This is an optimization exercise on Yosys and OpenROAD, whose aim is small area, not a production implementation. Only simulation tests tie the RTL to the original design; equivalence was not proved. No activity file was given, so power comes from the tool's default toggle rates.

Design qsfp_ctrl_top, start of the top module:
module qsfp_ctrl_top (
   input  logic      clk,
   input  logic      rst_i,
   input  logic      csr_req_valid_i,
   output logic      csr_req_ready_o,
   input  logic      csr_write_i,
   input  logic [11:0] csr_addr_i,
   input  logic [63:0] csr_wdata_i,
   output logic      csr_rsp_valid_o,
   input  logic      csr_rsp_ready_i,
   output logic [63:0] csr_rdata_o,
   output logic      cmd_valid_o,
   output logic [15:0]  cmd_data_o,
   input  logic      cmd_ready_i,
   input  logic      rx_valid_i,
   input  logic [7:0] rx_data_i,
   output logic      rx_ready_o,
   input  logic      modprsl_i,
   input  logic      int_qsfp_i,
   output logic      modesel_o,
   output logic      lpmode_o,
   output logic      softreset_qsfpm_o
);
   logic        ctrl_rst;
   logic        softreset_ctrl;
   logic        poll_en;
   logic        paused;
   logic [5:0]  curr_addr;
   logic        rx_take;
   logic        rx_block;
   logic [5:0]  sh_wr_addr;
   logic [7:0]  sh_wr_data;
   logic        sh_frz_req;
   logic [2:0]  sh_frz_word;
   logic        sh_hold;
   logic        sh_frz_take;
   logic [63:0] sh_frz_data;
   logic        cfg_wr_en;
   logic [63:0] cfg;
   assign ctrl_rst = rst_i || softreset_ctrl;
   qsfp_poller u_poller (
      .clk         (clk),
      .rst_i       (ctrl_rst),
      .poll_en_i   (poll_en),
      .rx_block_i  (rx_block),
      .cmd_valid_o (cmd_valid_o),
      .cmd_data_o  (cmd_data_o),
      .cmd_ready_i (cmd_ready_i),
      .rx_valid_i  (rx_valid_i),
      .rx_data_i   (rx_data_i),
      .rx_ready_o  (rx_ready_o),
      .rx_take_o   (rx_take),
      .wr_addr_o   (sh_wr_addr),
      .wr_data_o   (sh_wr_data),
      .paused_o    (paused),
      .curr_addr_o (curr_addr)
   );
   qsfp_shadow_ram u_shadow_ram (
      .clk         (clk),
      .wr_addr_i   (sh_wr_addr),
      .wr_data_i   (sh_wr_data),
      .frz_req_i   (sh_frz_req),
      .frz_word_i  (sh_frz_word),
      .hold_i      (sh_hold),
      .frz_take_o  (sh_frz_take),
      .frz_data_o  (sh_frz_data)
   );
   qsfp_csr_decoder u_decoder (
      .clk             (clk),
      .rst_i           (rst_i),
      .csr_req_valid_i (csr_req_valid_i),
      .csr_req_ready_o (csr_req_ready_o),
      .csr_write_i     (csr_write_i),
      .csr_addr_i      (csr_addr_i),
      .csr_rsp_valid_o (csr_rsp_valid_o),
      .csr_rsp_ready_i (csr_rsp_ready_i),
  ...
For scale: about 620 flip-flops, about 180 I/O pins, ~0.016 sq mm of cells after synthesis.
==> module qsfp_csr_decoder, before the edit <==
module qsfp_csr_decoder (
   input  logic       clk,
   input  logic       rst_i,
   input  logic       csr_req_valid_i,
   output logic       csr_req_ready_o,
   input  logic       csr_write_i,
   input  logic [11:0] csr_addr_i,
   output logic       csr_rsp_valid_o,
   input  logic       csr_rsp_ready_i,
   output logic [63:0] csr_rdata_o,
   output logic       cfg_wr_en_o,
   input  logic [63:0] cfg_i,
   input  logic       modprsl_i,
   input  logic       int_qsfp_i,
   input  logic       paused_i,
   input  logic [5:0] curr_addr_i,
   input  logic       rx_take_i,
   output logic       rx_block_o,
   output logic       frz_req_o,
   output logic [2:0] frz_word_o,
   output logic       hold_o,
   input  logic       frz_take_i,
   input  logic [63:0] frz_data_i
);
   logic        is_id;
   logic        is_sts;
   logic        is_cfg;
   logic        is_shadow;
   logic        req_take;
   logic        rd_take;
   logic        shadow_rd;
   logic        rsp_take;
   logic        rsp_valid_q;
   logic        shadow_wait_q;
   logic        frozen_q;      
   logic [5:0]  timer_q;
   logic [2:0]  word_q;       
   logic        sel_reg_q;    
   logic        sel_id;
   logic        sel_cfg;
   logic        sel_sts;
   logic [1:0]  pins_q;
   assign is_id     = (csr_addr_i[11:3] == qsfp_csr_pkg::REG_ID[11:3]);
   assign is_sts    = (csr_addr_i[11:3] == qsfp_csr_pkg::REG_STATUS[11:3]);
   assign is_cfg    = (csr_addr_i[11:3] == qsfp_csr_pkg::REG_CONFIG[11:3]);
   assign is_shadow = (csr_addr_i[11:6] == qsfp_csr_pkg::SHADOW_BASE[11:6]);
   assign csr_req_ready_o = !(rsp_valid_q || shadow_wait_q);
   assign req_take        = csr_req_valid_i && csr_req_ready_o;
   assign rd_take         = req_take && !csr_write_i;
   assign shadow_rd       = rd_take && is_shadow;
   assign rsp_take        = rsp_valid_q && csr_rsp_ready_i;
   assign cfg_wr_en_o     = req_take && csr_write_i && is_cfg;
   always_ff @(posedge clk) begin
      if (shadow_rd)
         timer_q <= 6'd61;
      else if (rx_take_i)
         timer_q <= 6'd63;
      else if (timer_q != 6'd0)
         timer_q <= timer_q - 6'd1;
   end
   assign rx_block_o = (timer_q != 6'd0) || shadow_wait_q ||
                       ((frozen_q || (rsp_valid_q && sel_sts)) && !rsp_take) ||
                       (rd_take && (is_sts || is_shadow));
   always_ff @(posedge clk) begin
      if (rst_i) begin
         rsp_valid_q   <= 1'b0;
         shadow_wait_q <= 1'b0;
      end else if (shadow_rd) begin
         shadow_wait_q <= 1'b1;
      end else if (req_take) begin
         rsp_valid_q <= 1'b1;
      end else if (shadow_wait_q) begin
         if (timer_q == 6'd0) begin
            shadow_wait_q <= 1'b0;
            rsp_valid_q   <= 1'b1;
         end
      end else if (rsp_take) begin
         rsp_valid_q <= 1'b0;
      end
   end
   assign frz_req_o  = shadow_wait_q && !frozen_q && (timer_q <= 6'd58);
   assign frz_word_o = word_q;
   assign hold_o     = frozen_q;
   always_ff @(posedge clk) begin
      if (rst_i)
         frozen_q <= 1'b0;
      else if (frz_take_i)
         frozen_q <= 1'b1;
      else if (rsp_take)
         frozen_q <= 1'b0;
   end
   always_ff @(posedge clk) begin
      if (req_take) begin
         sel_reg_q <= rd_take && (is_id || is_sts || is_cfg);
         word_q    <= csr_addr_i[5:3];
      end
      if (rd_take && is_sts)
         pins_q <= {int_qsfp_i, modprsl_i};
   end
   logic [63:0] sts_word;
   always_comb begin
      sts_word = '0;
      sts_word[qsfp_csr_pkg::STS_MODPRSL]       = pins_q[0];
      sts_word[qsfp_csr_pkg::STS_INT_QSFP]      = pins_q[1];
      sts_word[qsfp_csr_pkg::STS_PAUSED]        = paused_i;
      sts_word[qsfp_csr_pkg::STS_CURR_ADDR +: 6] = curr_addr_i;
   end
   assign sel_id  = sel_reg_q && (word_q[1:0] == qsfp_csr_pkg::REG_ID[4:3]);
   assign sel_sts = sel_reg_q && (word_q[1:0] == qsfp_csr_pkg::REG_STATUS[4:3]);
   assign sel_cfg = sel_reg_q && (word_q[1:0] == qsfp_csr_pkg::REG_CONFIG[4:3]);
   assign csr_rsp_valid_o = rsp_valid_q;
   assign csr_rdata_o     = (frz_data_i & {64{frozen_q}}) |
                            (sts_word & {64{sel_sts}}) |
                            (cfg_i & {64{sel_cfg}}) |
                            (qsfp_csr_pkg::QSFP_FEATURE_ID & {64{sel_id}});
endmodule
clock: 10.0 ns
lec_check: 0
cap_margin: 20
core_margin: 2
core_utilization: 40
slew_margin: 20
standard.sh (not shown) runs the stock make flow with config.mk's settings and CLKGATE_MAP_FILE= SYNTH_SCRIPT=/design/flow/synth_recipe.tcl, a recipe that flattens the netlist after the stock synthesis.
==> flow/flow/run.sh <==
#!/bin/bash
# The standard layout (standard.sh), with two settings changed:
#  - ports are buffered with sky130_fd_sc_hd__buf_1, the smallest buffer,
#    instead of the cell buffer_ports picks by default;
#  - the clock tree uses clkbuf_4 buffers over clusters of up to 10 sinks,
#    without dummy loads.
# make's whole output goes to standard_make.log here; each ORFS step keeps
# its own log under orfs/logs.
set -euo pipefail
bash standard.sh \
  "BUFFER_PORTS_ARGS=-buffer_cell sky130_fd_sc_hd__buf_1" \
  "CTS_ARGS=-sink_clustering_enable -repair_clock_nets -dont_use_dummy_load -buf_list sky130_fd_sc_hd__clkbuf_4 -sink_clustering_size 10 -sink_clustering_max_diameter 50" \
  finish > standard_make.log 2>&1
Then changed:
--- a/flow/design.v
+++ b/flow/design.v
@@ -235,20 +235,19 @@
    assign rd_take         = req_take && !csr_write_i;
    assign shadow_rd       = rd_take && is_shadow;
    assign rsp_take        = rsp_valid_q && csr_rsp_ready_i;
    assign cfg_wr_en_o     = req_take && csr_write_i && is_cfg;
    always_ff @(posedge clk) begin
-      if (shadow_rd)
-         timer_q <= 6'd61;
-      else if (rx_take_i)
+      if (rx_take_i)
          timer_q <= 6'd63;
+      else if (shadow_rd)
+         timer_q <= 6'd61;
       else if (timer_q != 6'd0)
          timer_q <= timer_q - 6'd1;
    end
-   assign rx_block_o = (timer_q != 6'd0) || shadow_wait_q ||
-                       ((frozen_q || (rsp_valid_q && sel_sts)) && !rsp_take) ||
-                       (rd_take && (is_sts || is_shadow));
+   assign rx_block_o = (timer_q != 6'd0) || shadow_wait_q || frozen_q ||
+                       (rsp_valid_q && sel_sts);
    always_ff @(posedge clk) begin
       if (rst_i) begin
          rsp_valid_q   <= 1'b0;
          shadow_wait_q <= 1'b0;
       end else if (shadow_rd) begin
Outcome:
- The new run completed with no timing, DRC or antenna violations
- non-clock buffer count went down by 2
- wire length went up by 1.6%
- final area went down by 0.35%
- global-route usage went up by 0.37 points
- clock skew went down by 15 ps
- setup slack gains 90 ps
- sequential cell count is unchanged
- sequential power barely changes
- via count went down by about 0.5%

* * *

## fjord
qsfp_ctrl_top, a different RTL version from the one above (not shown whole).
Size: about 180 I/O pins.
==> module qsfp_csr_regs, before the edit <==
module qsfp_csr_regs (
   input  logic       clk,
   input  logic       rst_i,
   input  logic       wr_en_i,
   input  logic [63:0] wr_data_i,
   output logic [63:0] cfg_o,
   output logic       modesel_o,
   output logic       lpmode_o,
   output logic       softreset_qsfpm_o,
   output logic       softreset_ctrl_o,
   output logic       poll_en_o
);
   logic [63:0] cfg_q;
   always_ff @(posedge clk) begin
      if (rst_i)
         cfg_q <= qsfp_csr_pkg::CFG_RESET_VALUE;
      else if (wr_en_i)
         cfg_q <= wr_data_i;
   end
   assign cfg_o             = cfg_q;
   assign softreset_qsfpm_o = cfg_q[qsfp_csr_pkg::CFG_SOFTRST_MOD];
   assign softreset_ctrl_o  = cfg_q[qsfp_csr_pkg::CFG_SOFTRST_CTRL];
   assign modesel_o         = cfg_q[qsfp_csr_pkg::CFG_MODESEL];
   assign lpmode_o          = cfg_q[qsfp_csr_pkg::CFG_LPMODE];
   assign poll_en_o         = cfg_q[qsfp_csr_pkg::CFG_POLL_EN];
endmodule
Settings: LEC_CHECK=0, CAP_MARGIN=20, CORE_MARGIN=2, CORE_UTILIZATION=40, SLEW_MARGIN=20; clock period 10.0 ns.
Scripts as last shown in full above: flow/flow/run.sh
fjord: PASS, flow complete, no timing, DRC or antenna violations
The inputs of harbor differ from those of fjord as listed below.
==> flow/design.v, changed modules only <==
module qsfp_csr_regs (
   input  logic       clk,
   input  logic       rst_i,
   input  logic       wr_en_i,
   input  logic [63:0] wr_data_i,
   output logic [63:0] cfg_o,
   output logic       modesel_o,
   output logic       lpmode_o,
   output logic       softreset_qsfpm_o,
   output logic       softreset_ctrl_o,
   output logic       poll_en_o
);
   logic [63:0] cfg_q;
   logic        cfg_clr_q;    
   always_ff @(posedge clk) begin
      if (rst_i)
         cfg_q[4:0] <= qsfp_csr_pkg::CFG_RESET_VALUE[4:0];
      else if (wr_en_i)
         cfg_q[4:0] <= wr_data_i[4:0];
   end
   always_ff @(posedge clk) begin
      if (wr_en_i)
         cfg_q[63:5] <= wr_data_i[63:5];
   end
   always_ff @(posedge clk) begin
      if (rst_i)
         cfg_clr_q <= 1'b1;
      else if (wr_en_i)
         cfg_clr_q <= 1'b0;
   end
   assign cfg_o             = {cfg_q[63:5] & {59{!cfg_clr_q}}, cfg_q[4:0]};
   assign softreset_qsfpm_o = cfg_q[qsfp_csr_pkg::CFG_SOFTRST_MOD];
   assign softreset_ctrl_o  = cfg_q[qsfp_csr_pkg::CFG_SOFTRST_CTRL];
   assign modesel_o         = cfg_q[qsfp_csr_pkg::CFG_MODESEL];
   assign lpmode_o          = cfg_q[qsfp_csr_pkg::CFG_LPMODE];
   assign poll_en_o         = cfg_q[qsfp_csr_pkg::CFG_POLL_EN];
endmodule
==> run notes <==
harbor ran to completion and came out clean on the timing, design-rule and antenna checks. Reported for harbor and fjord, number of stages on the worst hold path turned out identical to the last digit. Compared with fjord, in harbor routed wire length lost 15%; number of vias per cell after detailed routing lost 5.4%; clock skew lost 0.014 ns; headroom to the max-slew limit picked up an extra 1.6 points. harbor against fjord: total stage count of the critical path fell 1; synthesized cell count has decreased.

==> static timing again, ports no longer ideal <==
In the flow no input, the clock included, has a driving cell. The finished layouts below were timed again as built, in two steps.
Step 1 (the two cells are an assumption about what drives the block):
set clk [get_ports {clk}]
set_driving_cell -lib_cell sky130_fd_sc_hd__clkbuf_16 $clk
set_driving_cell -lib_cell sky130_fd_sc_hd__buf_2 [delete_from_list [all_inputs] $clk]
Step 2 adds t to the input delays and takes it off the output delays; t is the mean of the earliest and latest rising clock arrival at the registers after step 1. Input paths then give back, and output paths get back, about the clock's delay inside the block.
a / b / c = ideal ports / drivers / drivers and shift; a / b = the first two.
run	shift t [ns]	setup slack, ns	worst setup path at the end	clock arrival spread, ns	cell pins on the clock port's net
the first run of note 1	0.706	4.498 / 4.478 / 4.478	input to output	0.087 / 0.088	1
the second run of note 1	0.724	4.587 / 4.541 / 5.266	register to output	0.067 / 0.067	1
fjord	0.716	5.526 / 5.476 / 5.746	input to register	0.106 / 0.106	1
harbor	0.718	5.598 / 5.551 / 5.585	input to register	0.077 / 0.077	1
After both steps every run listed still meets setup and hold. For the first run of note 1, which loses most, drivers alone change the setup slack by -0.020 ns; drivers and shift together by -0.020 ns.
